This is an optimization exercise on Yosys and OpenROAD, whose aim is small area, a short achievable clock period and few clock cycles per item, not a production implementation.
Where RTL was checked, it was by simulation tests only, not by an equivalence proof against the original.
Power and IR drop assume default switching activity.

## planar_pose_dead_reckoning_top
module planar_pose_dead_reckoning_top (
    input  logic                    i_clk,
    input  logic                    i_rst_n,
    input  logic                    i_valid,
    output logic                    o_ready,
    input  logic signed [VEL_W-1:0] i_linear_velocity,
    input  logic signed [VEL_W-1:0] i_angular_velocity,
    input  logic [DT_W-1:0]         i_step_time,
    output logic                    o_valid,
    input  logic                    i_ready,
    output logic signed [POS_W-1:0] o_pos_x,
    output logic signed [POS_W-1:0] o_pos_y,
    output logic [HEAD_W-1:0]       o_heading,
    output logic signed [VEL_W-1:0] o_speed_echo,
    output logic signed [VEL_W-1:0] o_turn_rate_echo,
    output logic                    o_saturated
);
Settings: LEC_CHECK=0, CAP_MARGIN=20, CORE_MARGIN=2, CORE_UTILIZATION=65, SLEW_MARGIN=20, TNS_END_PERCENT=5; clock period 12.5 ns.
standard.sh (not shown) runs the stock make flow with config.mk's settings and CLKGATE_MAP_FILE= SYNTH_SCRIPT=/design/flow/synth_recipe.tcl, a recipe that flattens the netlist after the stock synthesis.
==> flow/flow/run.sh <==
#!/bin/bash
# The standard layout, with the timing repair aiming 8 ns below the clock period
set -euo pipefail
bash standard.sh SETUP_SLACK_MARGIN=8 finish > make_finish.log 2>&1
Testbench counts at the start, summed over its fixed seeds: cycles 50,560, items 2,400.
Then changed:
==> flow/flow/run.sh (replaced) <==
#!/bin/bash
# The standard layout (standard.sh, unchanged synthesis and steps), with
# the timing repair aiming 7 ns below the clock period instead of at it; the
# clock period and constraints are the design's. make's full output goes to
# make_finish.log here, and each ORFS step's log to orfs/logs/.
set -euo pipefail
bash standard.sh SETUP_SLACK_MARGIN=7 finish > make_finish.log 2>&1
--- a/flow/config.mk
+++ b/flow/config.mk
@@ -10 +10 @@
-export CORE_UTILIZATION = 65
+export CORE_UTILIZATION = 72
What happened: Via count rose by a few percent; worst hold slack improves by 0.011 ns; die area fell by roughly a tenth; sequential share of layout area rises by 0.32 points; design area fell slightly; setup slack got worse by 0.098 ns; sequential power barely changes; power is about the same.
Then changed:
--- a/flow/config.mk
+++ b/flow/config.mk
@@ -10 +10 @@
-export CORE_UTILIZATION = 72
+export CORE_UTILIZATION = 65
After rerunning: Count of clock-buffer cells in the layout stays the same. Non-clock buffer count went up by 11. Global-route usage went down by 4.6 points. Critical path depth falls by 1. Total power went down by 1.6%. Worst hold slack is worse by 0.0062 ns. Routed wire length drops by 3.1%. Die area rose by 11%. Synthesized cell count is unchanged. Area after synthesis does not change. Via count came out lower by 3.9%.
Then changed:
--- a/flow/config.mk
+++ b/flow/config.mk
@@ -12 +12 @@
-export TNS_END_PERCENT = 5
+export TNS_END_PERCENT = 20
After rerunning: Synthesized cell count is unchanged; sequential power grows by about 1%; core utilization grows by 0.45 points; hold slack is about the same.

========
job 4645:
Another version of the RTL of planar_pose_dead_reckoning_top (not shown whole).
Size in the first run: roughly 6600 cells after synthesis.
==> flow/config.mk <==
export PLATFORM = sky130hd
export DESIGN_NAME = planar_pose_dead_reckoning_top
export DESIGN_NICKNAME = planar_pose_dead_reckoning_top
export VERILOG_FILES = /design/flow/design.v
export SDC_FILE = /design/flow/constraint.sdc
export NUM_CORES = 4
export LEC_CHECK = 0
export CAP_MARGIN = 20
export CORE_MARGIN = 2
export CORE_UTILIZATION = 65
export SETUP_SLACK_MARGIN = 5
export SLEW_MARGIN = 20
export TNS_END_PERCENT = 5
==> flow/constraint.sdc <==
create_clock -name core_clock -period 12.5 [get_ports {i_clk}]
set_input_delay 2.5000 -clock core_clock [delete_from_list [all_inputs] [get_ports {i_clk}]]
set_output_delay 2.5000 -clock core_clock [all_outputs]
set_load 0.01 [all_outputs]
run.sh (not shown) runs the stock make flow with config.mk's settings and CLKGATE_MAP_FILE= SYNTH_SCRIPT=/design/flow/synth_recipe.tcl, a recipe that flattens the netlist after the stock synthesis.
Stock flow here: none of the scripts above is used.
Job 4645: done, clean on timing, DRC and antenna
> inputs changed (job 4645 -> job 266)
Settings: clearing SETUP_SLACK_MARGIN, which used to be 5.
==> flow/flow/run.sh (new file) <==
#!/bin/bash
# The standard layout, with the timing repair aiming 7 ns below the clock period
set -euo pipefail
bash standard.sh SETUP_SLACK_MARGIN=7 finish > make_finish.log 2>&1
==> flow/standard.sh (new file) <==
#!/bin/bash
# synth_recipe.tcl (not shown) runs the flow's synth.tcl, then flattens the netlist and writes it again
# the make line also repeats each setting of config.mk as NAME=value (left out here)
make -C /OpenROAD-flow-scripts/flow DESIGN_CONFIG=/design/flow/config.mk WORK_HOME=/design/flow/orfs CLKGATE_MAP_FILE= SYNTH_SCRIPT=/design/flow/synth_recipe.tcl "${@:-finish}"
removed: flow/run.sh
### Flow results
Job 266 ended with more maximum operating frequency than job 4645.
Count of plain and timing-repair buffers in the layout: job 266 vs job 4645 up 56%
Going from job 4645 to job 266, count of clock-buffer cells in the layout shrinks by about 7%.
Sequential logic power across job 266 and job 4645: no real change.
Comparing job 4645 with job 266, the number of cells in the design after placement came out essentially unchanged.
Lower aggregate global-route resource usage goes to job 4645 over job 266.
Function was not checked in any run of this note: the RTL went through the layout flow alone.

-- static timing again, ports no longer ideal --
In the flow no input, the clock included, has a driving cell. The finished layouts below were timed again as built, in two steps. Step 1 sets driving cells, clkbuf_16 on the clock port and buf_2 on the other inputs (assumed; they add their load-dependent delay and slew). Step 2 moves the port delays by t, midway between the first and last clock arrival at a register: inputs arrive t later, outputs are due t later. That takes back most of the time a late clock gives input paths. Three values: no drivers, after step 1, after step 2; two values: the first two.
| run | t, ns | setup WS [ns] | hold slack, ns | clock arrival spread, ns |
|---|---|---|---|---|
| the first run of note 1 | 0.726 | 6.860 / 6.860 / 6.860 | 0.420 / 0.420 / 0.420 | 0.042 / 0.042 |
| the second run of note 1 | 0.714 | 6.761 / 6.761 / 6.761 | 0.431 / 0.431 / 0.431 | 0.033 / 0.033 |
| the third run of note 1 | 0.718 | 6.893 / 6.893 / 6.893 | 0.425 / 0.425 / 0.425 | 0.029 / 0.029 |
| the fourth run of note 1 | 0.726 | 6.852 / 6.852 / 6.852 | 0.423 / 0.423 / 0.423 | 0.031 / 0.031 |
| job 4645 | 0.707 | 5.489 / 5.489 / 5.489 | 0.422 / 0.422 / 0.422 | 0.028 / 0.028 |
| job 266 | 0.712 | 6.498 / 6.498 / 6.498 | 0.429 / 0.429 / 0.429 | 0.043 / 0.042 |
After both steps setup and hold are still met in every run listed.
